Context: an optimization exercise on an open-source flow, tuned for a short achievable clock period and few clock cycles. The choices shown serve that exercise and are no tape-out recipe. In this exercise RTL edits were held to simulation tests only and were not proved equivalent to the original.

==> job 972 <==
Design cpu_top, start of the top module:
module cpu_top #(
   parameter mips_pkg::word_t RESET_PC = 32'h0000_0000
) (
   input  logic            CLK,
   input  logic            rst,
   output mips_pkg::word_t imem_addr,
   input  mips_pkg::word_t imem_rdata,
   output mips_pkg::word_t dmem_addr,
   output mips_pkg::word_t dmem_wdata,
   output logic [3:0]      dmem_be,
   output logic            dmem_we,
   output logic            dmem_re,
   input  mips_pkg::word_t dmem_rdata
);
Settings: LEC_CHECK=0, CAP_MARGIN=20, CORE_MARGIN=2, CORE_UTILIZATION=40, SLEW_MARGIN=20, SYNTH_HIERARCHICAL=1, SYNTH_MINIMUM_KEEP_SIZE=0; clock period 14.0 ns.
standard.sh (not shown) runs the stock make flow with config.mk's settings and CLKGATE_MAP_FILE= SYNTH_SCRIPT=/design/flow/synth_recipe.tcl, a recipe that flattens the netlist after the stock synthesis.
==> flow/flow/run.sh <==
#!/bin/bash
# Standard ORFS layout, with
#  - timing repair aimed 8.2 ns below the clock period (the design is
#    expected to close near 6 ns; the constraint stays the design's),
#  - ports buffered with plain buffers rather than delay cells,
#  - rst placed beside dmem_we and dmem_re.
set -euo pipefail
here=$(pwd)
bash standard.sh \
   SETUP_SLACK_MARGIN=8.2 \
   "BUFFER_PORTS_ARGS=-buffer_cell sky130_fd_sc_hd__buf_6" \
   IO_CONSTRAINTS=$here/flow/io.tcl \
   finish > standard.log 2>&1
==> flow/flow/io.tcl <==
# rst reaches dmem_we and dmem_re through one gate: keep the three pins together
set_io_pin_constraint -group -order -pin_names {dmem_we rst dmem_re}
==> inputs of job 8283, as changes to job 972 <==
--- a/flow/design.v
+++ b/flow/design.v
@@ -115,37 +115,56 @@
          default: begin
             zero  = 1'b0;
             known = 1'b0;
          end
       endcase
    end
 endmodule
+module word_mux2 (
+   input  logic            sel,
+   input  mips_pkg::word_t a,
+   input  mips_pkg::word_t b,
+   output mips_pkg::word_t y
+);
+   assign y = sel ? a : b;
+endmodule
 `timescale 1ns/1ps
 module reg_file (
    input  logic                CLK,
    input  logic                we,
-   input  mips_pkg::reg_addr_t ra1,
-   input  mips_pkg::reg_addr_t ra2,
+   input  logic [31:1]         sel1,
+   input  logic [31:1]         sel2,
    input  mips_pkg::reg_addr_t wa,
    input  mips_pkg::word_t     wd,
    output mips_pkg::word_t     rd1,
    output mips_pkg::word_t     rd2
 );
-   mips_pkg::word_t regs [1:31];
+   logic [31:1][31:0] regs;
    always_ff @(posedge CLK) begin
-      if (we && wa != 5'd0)
-         regs[wa] <= wd;
+      for (int i = 1; i < 32; i++)
+         if (we && wa == i[4:0]) regs[i] <= wd;
    end
+   rf_mux mux1_i (.sel(sel1), .q(regs), .y(rd1));
+   rf_mux mux2_i (.sel(sel2), .q(regs), .y(rd2));
+endmodule
+module onehot5 (
+   input  mips_pkg::reg_addr_t a,
+   output logic [31:1]         sel
+);
+   always_comb
+      for (int i = 1; i < 32; i++) sel[i] = a == i[4:0];
+endmodule
+module rf_mux (
+   input  logic [31:1]        sel,
+   input  logic [31:1][31:0]  q,
+   output mips_pkg::word_t    y
+);
    always_comb begin
-      rd1 = '0;
-      rd2 = '0;
-      for (int i = 1; i < 32; i++) begin
-         if (ra1 == i[4:0]) rd1 = regs[i];
-         if (ra2 == i[4:0]) rd2 = regs[i];
-      end
+      y = '0;
+      for (int i = 1; i < 32; i++) y = y | ({32{sel[i]}} & q[i]);
    end
 endmodule
 `timescale 1ns/1ps
 module branch_unit (
    input  mips_pkg::word_t instr,
    input  mips_pkg::word_t pc_ds,        
    input  mips_pkg::word_t ras,          
@@ -193,45 +212,63 @@
    input  logic        neg,
    input  logic [15:0] lo,
    input  logic [1:0]  low2,
    output mips_pkg::word_t target
 );
    assign target = {(c == neg) ? hi : c ? inc : dec, lo, low2};
 endmodule
-module early_br (
-   input  mips_pkg::reg_addr_t rs,
-   input  mips_pkg::reg_addr_t rt,
-   input  logic                bne,
-   input  logic                e_hit,    
+module zero_view (
+   input  logic                e_we,
+   input  mips_pkg::reg_addr_t e_dest,
    input  logic                e_known,
    input  logic                e_zero,
-   input  logic                m_hit,
+   input  logic                m_we,
+   input  mips_pkg::reg_addr_t m_dest,
    input  logic                m_known,
    input  logic                m_zero,
-   input  logic                w_hit,
+   input  logic                w_we,
+   input  mips_pkg::reg_addr_t w_dest,
    input  logic                w_known,
    input  logic                w_zero,
    input  logic [31:1]         zf,
+   output logic [31:1]         z,
+   output logic [31:1]         k
+);
+   always_comb begin
+      for (int i = 1; i < 32; i++) begin
+         if (e_we && e_dest == i[4:0]) begin
+            z[i] = e_zero;
+            k[i] = e_known;
+         end else if (m_we && m_dest == i[4:0]) begin
+            z[i] = m_zero;
+            k[i] = m_known;
+         end else if (w_we && w_dest == i[4:0]) begin
+            z[i] = w_zero;
+            k[i] = w_known;
+         end else begin
+            z[i] = zf[i];
+            k[i] = 1'b1;
+         end
+      end
+   end
+endmodule
+module early_br (
+   input  mips_pkg::reg_addr_t rs,
+   input  mips_pkg::reg_addr_t rt,
+   input  logic [31:1]         sel_s,    
+   input  logic                bne,
+   input  logic [31:1]         z,
+   input  logic [31:1]         k,
    output logic                known,
    output logic                taken
 );
    logic rs_z, rs_known;
+   assign rs_z     = (rs == 5'd0) || |(sel_s & z);
+   assign rs_known = (rs == 5'd0) || |(sel_s & k);
    always_comb begin
-      rs_known = 1'b1;
-      if (rs == 5'd0)   rs_z = 1'b1;
-      else if (e_hit) begin
-         rs_z     = e_zero;
-         rs_known = e_known;
-      end else if (m_hit) begin
-         rs_z     = m_zero;
-         rs_known = m_known;
-      end else if (w_hit) begin
-         rs_z     = w_zero;
-         rs_known = w_known;
-      end else            rs_z = zf[rs];
       known = 1'b0;
       taken = 1'b0;
       if (rs == rt) begin
          known = 1'b1;
          taken = !bne;
       end else if (rt == 5'd0 && rs_known) begin
          known = 1'b1;
@@ -419,16 +456,18 @@
    mips_pkg::reg_addr_t rs_in, rt_in, rs_sk, rt_sk, dest;
    mips_pkg::word_t rd1, rd2, rs_val_in, rt_val_in, rs_val, rt_val, h_rs, h_rt;
    mips_pkg::word_t imm_ext, op_a, op_b;
    logic            e_hit_s, m_hit_s, w_hit_s, e_hit_t, m_hit_t, w_hit_t;
    logic            is_br_in, jump_in, back_in, is_br_sk, jump_sk, back_sk;
    logic            early_known, early_taken, pt_in, pt_sk, pred_taken, a_is_br;
    mips_pkg::word_t br_target_in, jump_target_in, br_target_sk, jump_target_sk;
-   mips_pkg::word_t br_target, jump_target, a_target, pc_seq;
+   mips_pkg::word_t br_target, jump_target, a_target, pc_seq, pc_d;
    logic [31:1]     zf;                    
+   logic [31:1]     sel_s, sel_t;          
+   logic [31:1]     zv, kv;                
    logic            e_slow, eld_s_in, eld_t_in, mld_s_in, mld_t_in, mld_s_sk, mld_t_sk;
    logic            late_s, late_t;
    logic            e_we, e_load, e_store, e_signed, e_br, e_bne, e_jr, e_pred;
    mips_pkg::alu_op_e e_op;
    mips_pkg::mem_size_e e_size;
    mips_pkg::reg_addr_t e_dest;
    mips_pkg::word_t e_a, e_b, e_st, e_y, e_addr, e_target, e_after, st_wdata;
@@ -443,15 +482,15 @@
    mips_pkg::mem_size_e m_size;
    mips_pkg::reg_addr_t m_dest;
    mips_pkg::word_t m_y, m_addr, m_wdata;
    logic [3:0]      m_be;
    logic            w_we, w_load, w_signed, w_zero, w_value_zero;
    mips_pkg::mem_size_e w_size;
    mips_pkg::reg_addr_t w_dest;
-   mips_pkg::word_t w_y, ld_data, w_value;
+   mips_pkg::word_t w_y, ld_data, ld_alu, w_value;
    logic [1:0]      w_off;
    assign imem_addr = pc;
    assign in_valid  = !(rst_q || squash_q);
    assign a_valid   = skid_v || in_valid;
    assign instr     = skid_v ? skid : imem_rdata;
    assign a_pc8     = skid_v ? skid_pc8 : pc_q8;
    control_decode decode_i    (.instr(instr),      .ctrl(ctrl));
@@ -464,19 +503,21 @@
    always_comb begin
       case (ctrl.reg_dst)
          mips_pkg::DST_RD:  dest = instr[15:11];
          mips_pkg::DST_R31: dest = 5'd31;
          default:           dest = instr[20:16];
       endcase
    end
+   onehot5 dec_s_i (.a(rs_in), .sel(sel_s));
+   onehot5 dec_t_i (.a(rt_in), .sel(sel_t));
    reg_file regs_i (
-      .CLK (CLK),
-      .we  (w_we),
-      .ra1 (rs_in),
-      .ra2 (rt_in),
+      .CLK  (CLK),
+      .we   (w_we),
+      .sel1 (sel_s),
+      .sel2 (sel_t),
       .wa  (w_dest),
       .wd  (w_value),
       .rd1 (rd1),
       .rd2 (rd2)
    );
    assign e_hit_s = e_we && e_dest == rs_in;
    assign m_hit_s = m_we && m_dest == rs_in;
@@ -530,40 +571,51 @@
       .ras         (ras),
       .is_br       (is_br_sk),
       .jump        (jump_sk),
       .back        (back_sk),
       .br_target   (br_target_sk),
       .jump_target (jump_target_sk)
    );
-   early_br early_i (
-      .rs      (rs_in),
-      .rt      (rt_in),
-      .bne     (imem_rdata[26]),
-      .e_hit   (e_hit_s),
+   zero_view zview_i (
+      .e_we    (e_we),
+      .e_dest  (e_dest),
       .e_known (!e_slow && e_zf_known),
       .e_zero  (e_zf),
-      .m_hit   (m_hit_s),
+      .m_we    (m_we),
+      .m_dest  (m_dest),
       .m_known (!m_load),
       .m_zero  (m_zero),
-      .w_hit   (w_hit_s),
+      .w_we    (w_we),
+      .w_dest  (w_dest),
       .w_known (!w_load),
       .w_zero  (w_zero),
       .zf      (zf),
+      .z       (zv),
+      .k       (kv)
+   );
+   early_br early_i (
+      .rs      (rs_in),
+      .rt      (rt_in),
+      .sel_s   (sel_s),
+      .bne     (imem_rdata[26]),
+      .z       (zv),
+      .k       (kv),
       .known   (early_known),
       .taken   (early_taken)
    );
    assign pt_in       = jump_in || (is_br_in && (early_known ? early_taken : back_in));
    assign pt_sk       = jump_sk || (is_br_sk && back_sk);
    assign pred_taken  = skid_v ? pt_sk : pt_in;
    assign a_is_br     = skid_v ? is_br_sk : is_br_in;
    assign br_target   = skid_v ? br_target_sk : br_target_in;
    assign jump_target = skid_v ? jump_target_sk : jump_target_in;
    assign take        = adv && pred_taken;
    assign a_target    = a_is_br ? br_target : jump_target;
    assign pc_seq      = redirect ? redirect_pc : stall ? pc : pc + 32'd4;
+   word_mux2 pc_mux_i (.sel(take && !redirect), .a(a_target), .b(pc_seq), .y(pc_d));
    assign imm_ext = ctrl.imm_signed ? {{16{instr[15]}}, instr[15:0]} : {16'b0, instr[15:0]};
    always_comb begin
       case (ctrl.src_a)
          mips_pkg::SRC_A_SHAMT: op_a = {27'b0, instr[10:6]};
          mips_pkg::SRC_A_ZERO:  op_a = '0;
          default:               op_a = rs_val;
       endcase
@@ -581,15 +633,15 @@
       if (rst) begin
          pc       <= RESET_PC;
          skid_v   <= 1'b0;
          squash_q <= 1'b0;
       end else begin
          squash_q <= redirect;
          skid_v   <= stall;
-         pc <= (take && !redirect) ? a_target : pc_seq;
+         pc <= pc_d;
       end
       skid     <= instr;
       skid_pc4 <= skid_v ? skid_pc4 : pc_q4;
       skid_pc8 <= a_pc8;
       h_rs     <= rs_val;
       h_rt     <= rt_val;
       if (rst)                   ras <= '0;
@@ -626,16 +678,16 @@
       e_b      <= op_b;
       e_st     <= rt_val;
       e_ma     <= rs_val;
       e_mi     <= {{16{instr[15]}}, instr[15:0]};
    end
    alu alu_i      (.a(e_a),   .b(e_b),   .op(e_op), .y(e_y));
    alu alu_late_i (.a(a_eff), .b(b_eff), .op(e_op), .y(e_y_late));
-   assign a_eff  = e_late_a ? ld_data : e_a;
-   assign b_eff  = e_late_b ? ld_data : e_b;
+   assign a_eff  = e_late_a ? ld_alu : e_a;
+   assign b_eff  = e_late_b ? ld_alu : e_b;
    assign ma_eff = e_late_ma ? ld_data : e_ma;
    assign st_eff = e_late_st ? ld_data : e_st;
    addr_adder addr_i (.a(ma_eff), .b(e_mi), .s(e_addr));
    assign e_zero  = e_y == 32'd0;
    zero_flag zf_i (.a(e_a), .b(e_b), .op(e_op), .zero(e_zf), .known(e_zf_known));
    assign e_taken = (a_eff == b_eff) ^ e_bne;
    always_comb begin
@@ -644,14 +696,26 @@
       if (e_br) begin
          redirect = e_taken != e_pred;
       end else if (e_jr) begin
          redirect    = a_eff != e_target;
          redirect_pc = a_eff;
       end
    end
+   load_store_align align_alu_i (
+      .st_data   (st_eff),
+      .st_size   (e_size),
+      .st_offset (e_addr[1:0]),
+      .wdata     (),
+      .be        (),
+      .ld_raw    (dmem_rdata),
+      .ld_size   (w_size),
+      .ld_signed (w_signed),
+      .ld_offset (w_off),
+      .ld_data   (ld_alu)
+   );
    load_store_align align_i (
       .st_data   (st_eff),
       .st_size   (e_size),
       .st_offset (e_addr[1:0]),
       .wdata     (st_wdata),
       .be        (st_be),
       .ld_raw    (dmem_rdata),
==> flow/config.mk (replaced) <==
export PLATFORM = sky130hd
export DESIGN_NAME = cpu_top
export DESIGN_NICKNAME = cpu_top
export VERILOG_FILES = /design/flow/design.v
export SDC_FILE = /design/flow/constraint.sdc
export NUM_CORES = 4
export LEC_CHECK = 0
export CAP_MARGIN = 20
export CORE_MARGIN = 2
export CORE_UTILIZATION = 30
export SLEW_MARGIN = 20
export SYNTH_HIERARCHICAL = 1
export SYNTH_MINIMUM_KEEP_SIZE = 0
==> inputs of job 7357, as changes to job 972 <==
--- a/flow/design.v
+++ b/flow/design.v
@@ -86,43 +86,14 @@
             assign g[k][i] = g[k-1][i];
             assign p[k][i] = p[k-1][i];
          end
       end
    end
    assign s = p[0] ^ {g[5][30:0], 1'b0};
 endmodule
-module zero_flag (
-   input  mips_pkg::word_t   a,
-   input  mips_pkg::word_t   b,
-   input  mips_pkg::alu_op_e op,
-   output logic              zero,
-   output logic              known
-);
-   logic lt_s, lt_u;
-   assign lt_u = a < b;
-   assign lt_s = $signed(a) < $signed(b);
-   always_comb begin
-      known = 1'b1;
-      case (op)
-         mips_pkg::ALU_ADD:  zero = (a ^ b) == {a[30:0] | b[30:0], 1'b0};
-         mips_pkg::ALU_SUB:  zero = a == b;
-         mips_pkg::ALU_AND:  zero = (a & b) == 32'd0;
-         mips_pkg::ALU_OR:   zero = (a | b) == 32'd0;
-         mips_pkg::ALU_XOR:  zero = a == b;
-         mips_pkg::ALU_NOR:  zero = (a | b) == 32'hffff_ffff;
-         mips_pkg::ALU_SLT:  zero = !lt_s;
-         mips_pkg::ALU_SLTU: zero = !lt_u;
-         mips_pkg::ALU_LUI:  zero = b[15:0] == 16'd0;
-         default: begin
-            zero  = 1'b0;
-            known = 1'b0;
-         end
-      endcase
-   end
-endmodule
 `timescale 1ns/1ps
 module reg_file (
    input  logic                CLK,
    input  logic                we,
    input  mips_pkg::reg_addr_t ra1,
    input  mips_pkg::reg_addr_t ra2,
    input  mips_pkg::reg_addr_t wa,
@@ -158,15 +129,15 @@
    logic [5:0]  op;
    logic [15:0] lo;
    logic        c;
    logic [13:0] hi_inc, hi_dec;
    assign op    = instr[31:26];
    assign is_br = op == 6'h04 || op == 6'h05;
    assign jump  = op == 6'h02 || op == 6'h03 || (op == 6'h00 && instr[5:0] == 6'h08);
-   assign back  = instr[15] || op[0];   
+   assign back  = instr[15];
    add16c lo_i (.a(pc_ds[17:2]), .b(instr[15:0]), .s(lo), .c(c));
    inc_dec14 hi_i (.a(pc_ds[31:18]), .inc(hi_inc), .dec(hi_dec));
    hi_select sel_i (.hi(pc_ds[31:18]), .inc(hi_inc), .dec(hi_dec), .c(c), .neg(instr[15]),
                     .lo(lo), .low2(pc_ds[1:0]), .target(br_target));
    assign jump_target = (op == 6'h00) ? ras : {pc_ds[31:28], instr[25:0], 2'b00};
 endmodule
 module add16c (
@@ -409,39 +380,34 @@
    mips_pkg::word_t pc_q4, pc_q8;          
    logic            rst_q;
    logic            squash_q;              
    logic            skid_v;                
    mips_pkg::word_t skid;
    mips_pkg::word_t skid_pc4, skid_pc8;
    mips_pkg::word_t ras;
-   logic            in_valid, a_valid, stall, stall_in, adv, take;
+   logic            in_valid, a_valid, stall, stall_in, stall_sk, adv, take;
    mips_pkg::word_t instr, a_pc8;
    mips_pkg::ctrl_t ctrl, ctrl_in, ctrl_sk;
    mips_pkg::reg_addr_t rs_in, rt_in, rs_sk, rt_sk, dest;
    mips_pkg::word_t rd1, rd2, rs_val_in, rt_val_in, rs_val, rt_val, h_rs, h_rt;
    mips_pkg::word_t imm_ext, op_a, op_b;
    logic            e_hit_s, m_hit_s, w_hit_s, e_hit_t, m_hit_t, w_hit_t;
    logic            is_br_in, jump_in, back_in, is_br_sk, jump_sk, back_sk;
    logic            early_known, early_taken, pt_in, pt_sk, pred_taken, a_is_br;
    mips_pkg::word_t br_target_in, jump_target_in, br_target_sk, jump_target_sk;
-   mips_pkg::word_t br_target, jump_target, a_target, pc_seq;
+   mips_pkg::word_t br_target, jump_target;
    logic [31:1]     zf;                    
-   logic            e_slow, eld_s_in, eld_t_in, mld_s_in, mld_t_in, mld_s_sk, mld_t_sk;
-   logic            late_s, late_t;
    logic            e_we, e_load, e_store, e_signed, e_br, e_bne, e_jr, e_pred;
    mips_pkg::alu_op_e e_op;
    mips_pkg::mem_size_e e_size;
    mips_pkg::reg_addr_t e_dest;
    mips_pkg::word_t e_a, e_b, e_st, e_y, e_addr, e_target, e_after, st_wdata;
    mips_pkg::word_t e_ma, e_mi;            
    logic [3:0]      st_be;
    logic            e_taken, e_zero, redirect;
-   logic            e_zf, e_zf_known;      
-   logic            e_late_a, e_late_b, e_late_ma, e_late_st;
-   mips_pkg::word_t a_eff, b_eff, ma_eff, st_eff, e_y_late;
    mips_pkg::word_t redirect_pc;
    logic            m_we, m_load, m_store, m_signed, m_zero;
    mips_pkg::mem_size_e m_size;
    mips_pkg::reg_addr_t m_dest;
    mips_pkg::word_t m_y, m_addr, m_wdata;
    logic [3:0]      m_be;
    logic            w_we, w_load, w_signed, w_zero, w_value_zero;
@@ -498,25 +464,21 @@
       else if (w_we && w_dest == rs_sk) rs_val = w_value;
       else                              rs_val = h_rs;
       if (!skid_v)                      rt_val = rt_val_in;
       else if (m_we && m_dest == rt_sk) rt_val = m_y;
       else if (w_we && w_dest == rt_sk) rt_val = w_value;
       else                              rt_val = h_rt;
    end
-   assign e_slow   = e_load || e_late_a || e_late_b;
-   assign eld_s_in = ctrl_in.uses_rs && e_slow && e_hit_s;
-   assign eld_t_in = ctrl_in.uses_rt && e_slow && e_hit_t;
-   assign mld_s_in = ctrl_in.uses_rs && m_load && m_hit_s && !e_hit_s;
-   assign mld_t_in = ctrl_in.uses_rt && m_load && m_hit_t && !e_hit_t;
-   assign mld_s_sk = ctrl_sk.uses_rs && m_load && m_we && m_dest == rs_sk;
-   assign mld_t_sk = ctrl_sk.uses_rt && m_load && m_we && m_dest == rt_sk;
-   assign stall_in = eld_s_in || eld_t_in;
-   assign stall    = !skid_v && in_valid && stall_in;
-   assign late_s   = skid_v ? mld_s_sk : mld_s_in;
-   assign late_t   = skid_v ? mld_t_sk : mld_t_in;
+   assign stall_in = (e_load && ((ctrl_in.uses_rs && e_hit_s) || (ctrl_in.uses_rt && e_hit_t))) ||
+                     (m_load && ((ctrl_in.uses_rs && m_hit_s) || (ctrl_in.uses_rt && m_hit_t)));
+   assign stall_sk = (e_load && e_we && ((ctrl_sk.uses_rs && e_dest == rs_sk) ||
+                                         (ctrl_sk.uses_rt && e_dest == rt_sk))) ||
+                     (m_load && m_we && ((ctrl_sk.uses_rs && m_dest == rs_sk) ||
+                                         (ctrl_sk.uses_rt && m_dest == rt_sk)));
+   assign stall    = skid_v ? stall_sk : (in_valid && stall_in);
    assign adv      = a_valid && !stall;
    branch_unit bu_in_i (
       .instr       (imem_rdata),
       .pc_ds       (pc_q4),
       .ras         (ras),
       .is_br       (is_br_in),
       .jump        (jump_in),
@@ -535,16 +497,16 @@
       .jump_target (jump_target_sk)
    );
    early_br early_i (
       .rs      (rs_in),
       .rt      (rt_in),
       .bne     (imem_rdata[26]),
       .e_hit   (e_hit_s),
-      .e_known (!e_slow && e_zf_known),
-      .e_zero  (e_zf),
+      .e_known (!e_load),
+      .e_zero  (e_zero),
       .m_hit   (m_hit_s),
       .m_known (!m_load),
       .m_zero  (m_zero),
       .w_hit   (w_hit_s),
       .w_known (!w_load),
       .w_zero  (w_zero),
       .zf      (zf),
@@ -554,16 +516,14 @@
    assign pt_in       = jump_in || (is_br_in && (early_known ? early_taken : back_in));
    assign pt_sk       = jump_sk || (is_br_sk && back_sk);
    assign pred_taken  = skid_v ? pt_sk : pt_in;
    assign a_is_br     = skid_v ? is_br_sk : is_br_in;
    assign br_target   = skid_v ? br_target_sk : br_target_in;
    assign jump_target = skid_v ? jump_target_sk : jump_target_in;
    assign take        = adv && pred_taken;
-   assign a_target    = a_is_br ? br_target : jump_target;
-   assign pc_seq      = redirect ? redirect_pc : stall ? pc : pc + 32'd4;
    assign imm_ext = ctrl.imm_signed ? {{16{instr[15]}}, instr[15:0]} : {16'b0, instr[15:0]};
    always_comb begin
       case (ctrl.src_a)
          mips_pkg::SRC_A_SHAMT: op_a = {27'b0, instr[10:6]};
          mips_pkg::SRC_A_ZERO:  op_a = '0;
          default:               op_a = rs_val;
       endcase
@@ -581,15 +541,18 @@
       if (rst) begin
          pc       <= RESET_PC;
          skid_v   <= 1'b0;
          squash_q <= 1'b0;
       end else begin
          squash_q <= redirect;
          skid_v   <= stall;
-         pc <= (take && !redirect) ? a_target : pc_seq;
+         if (redirect)       pc <= redirect_pc;
+         else if (!take)     pc <= stall ? pc : pc + 32'd4;
+         else if (a_is_br)   pc <= br_target;
+         else                pc <= jump_target;
       end
       skid     <= instr;
       skid_pc4 <= skid_v ? skid_pc4 : pc_q4;
       skid_pc8 <= a_pc8;
       h_rs     <= rs_val;
       h_rt     <= rt_val;
       if (rst)                   ras <= '0;
@@ -607,53 +570,43 @@
          e_we    <= ctrl.reg_write && dest != 5'd0;
          e_load  <= ctrl.mem_read;
          e_store <= ctrl.mem_write;
          e_br    <= ctrl.flow == mips_pkg::FLOW_BEQ || ctrl.flow == mips_pkg::FLOW_BNE;
          e_jr    <= ctrl.flow == mips_pkg::FLOW_JR;
       end
       e_bne    <= ctrl.flow == mips_pkg::FLOW_BNE;
-      e_late_a  <= late_s && ctrl.src_a == mips_pkg::SRC_A_REG;
-      e_late_b  <= late_t && ctrl.src_b == mips_pkg::SRC_B_REG;
-      e_late_ma <= late_s;
-      e_late_st <= late_t;
       e_pred   <= pred_taken;
-      e_target <= a_target;
+      e_target <= a_is_br ? br_target : jump_target;
       e_after  <= a_pc8;
       e_op     <= ctrl.alu_op;
       e_size   <= ctrl.mem_size;
       e_signed <= ctrl.mem_signed;
       e_dest   <= dest;
       e_a      <= op_a;
       e_b      <= op_b;
       e_st     <= rt_val;
       e_ma     <= rs_val;
       e_mi     <= {{16{instr[15]}}, instr[15:0]};
    end
-   alu alu_i      (.a(e_a),   .b(e_b),   .op(e_op), .y(e_y));
-   alu alu_late_i (.a(a_eff), .b(b_eff), .op(e_op), .y(e_y_late));
-   assign a_eff  = e_late_a ? ld_data : e_a;
-   assign b_eff  = e_late_b ? ld_data : e_b;
-   assign ma_eff = e_late_ma ? ld_data : e_ma;
-   assign st_eff = e_late_st ? ld_data : e_st;
-   addr_adder addr_i (.a(ma_eff), .b(e_mi), .s(e_addr));
+   alu alu_i (.a(e_a), .b(e_b), .op(e_op), .y(e_y));
+   addr_adder addr_i (.a(e_ma), .b(e_mi), .s(e_addr));
    assign e_zero  = e_y == 32'd0;
-   zero_flag zf_i (.a(e_a), .b(e_b), .op(e_op), .zero(e_zf), .known(e_zf_known));
-   assign e_taken = (a_eff == b_eff) ^ e_bne;
+   assign e_taken = (e_a == e_b) ^ e_bne;
    always_comb begin
       redirect    = 1'b0;
       redirect_pc = e_pred ? e_after : e_target;
       if (e_br) begin
          redirect = e_taken != e_pred;
       end else if (e_jr) begin
-         redirect    = a_eff != e_target;
-         redirect_pc = a_eff;
+         redirect    = e_a != e_target;
+         redirect_pc = e_a;
       end
    end
    load_store_align align_i (
-      .st_data   (st_eff),
+      .st_data   (e_st),
       .st_size   (e_size),
       .st_offset (e_addr[1:0]),
       .wdata     (st_wdata),
       .be        (st_be),
       .ld_raw    (dmem_rdata),
       .ld_size   (w_size),
       .ld_signed (w_signed),
@@ -667,22 +620,22 @@
          m_store <= 1'b0;
       end else begin
          m_we    <= e_we;
          m_load  <= e_load;
          m_store <= e_store;
       end
       m_dest   <= e_dest;
-      m_y      <= e_y_late;
+      m_y      <= e_y;
+      m_zero   <= e_zero;
       m_addr   <= e_addr;
       m_wdata  <= st_wdata;
       m_be     <= st_be;
       m_size   <= e_size;
       m_signed <= e_signed;
    end
-   assign m_zero     = m_y == 32'd0;
    assign dmem_addr  = m_addr;
    assign dmem_wdata = m_wdata;
    assign dmem_be    = m_be;
    assign dmem_we    = m_store && !rst;
    assign dmem_re    = m_load && !rst;
    always_ff @(posedge CLK) begin
       if (rst) begin
==> results_dict.tcl <==
set metrics [dict create \
    dp_slack_ns 5.85 \
    use_met1_pct 51.0 \
    cp_cell_sequence "buf_12, mux4_2, nor4b_4, a221o_2, mux2_4, inv_2, ha_4, inv_2, nand2_1, or3_4, nand3b_1, buf_4, o211ai_4, a311oi_2, a221o_1, a21o_1" \
    crit_type "primary input to flop" \
    outcome "complete, no violations" \
    final_cell_area_mm2 0.125 \
]
That was job 972.
==> results_dict.tcl <==
set metrics [dict create \
    outcome "complete, no violations" \
    final_cell_area_mm2 0.111 \
    worst_setup_path_start_kind "flop" \
    dp_slack_ns 5.81 \
    crit_type "flop to flop" \
    clock.fmax_ghz 0.155 \
    wl_met1_um 192000 \
]
That was job 7357.
==> results_dict.tcl <==
set metrics [dict create \
    outcome "complete, no violations" \
    dr.pass1.iters 10 \
    dp_slack_ns 5.91 \
    cp_cell_sequence "buf_16, nor2_4, buf_6" \
    crit_type "primary input to output port" \
    use_met1_pct 35.6 \
]
That was job 8283.
Testbench counts of job 972, summed over its fixed seeds: cycles 83,047.
Testbench counts of job 8283, summed over its fixed seeds: cycles 83,047.
Testbench counts of job 7357, summed over its fixed seeds: cycles 84,661.

==> separate check: timing with driven ports <==
Ports are ideal in the flow. The routed layouts listed here were re-timed in OpenROAD.
Step 1, drivers: a clkbuf_16 drives CLK and a buf_2 each remaining input, both assumed.
Step 2 moves the port delays by t, midway between the first and last clock arrival at a register: inputs arrive t later, outputs are due t later. That takes back most of the time a late clock gives input paths.
Slacks: ideal / step 1 / step 2; pairs: ideal / step 1.
run	t (ns)	slack for setup (ns)	latest minus earliest clock arrival (ns)	cell pins on the clock port's net
job 972	0.957	7.980 / 7.663 / 6.706	0.071 / 0.072	1
job 8283	0.948	7.796 / 7.566 / 6.959	0.115 / 0.116	1
job 7357	0.957	7.567 / 7.565 / 6.608	0.071 / 0.072	1
After both steps setup and hold are still met in every run listed. For job 972, which loses most, drivers alone change the setup slack by -0.317 ns; drivers and shift together by -1.274 ns.
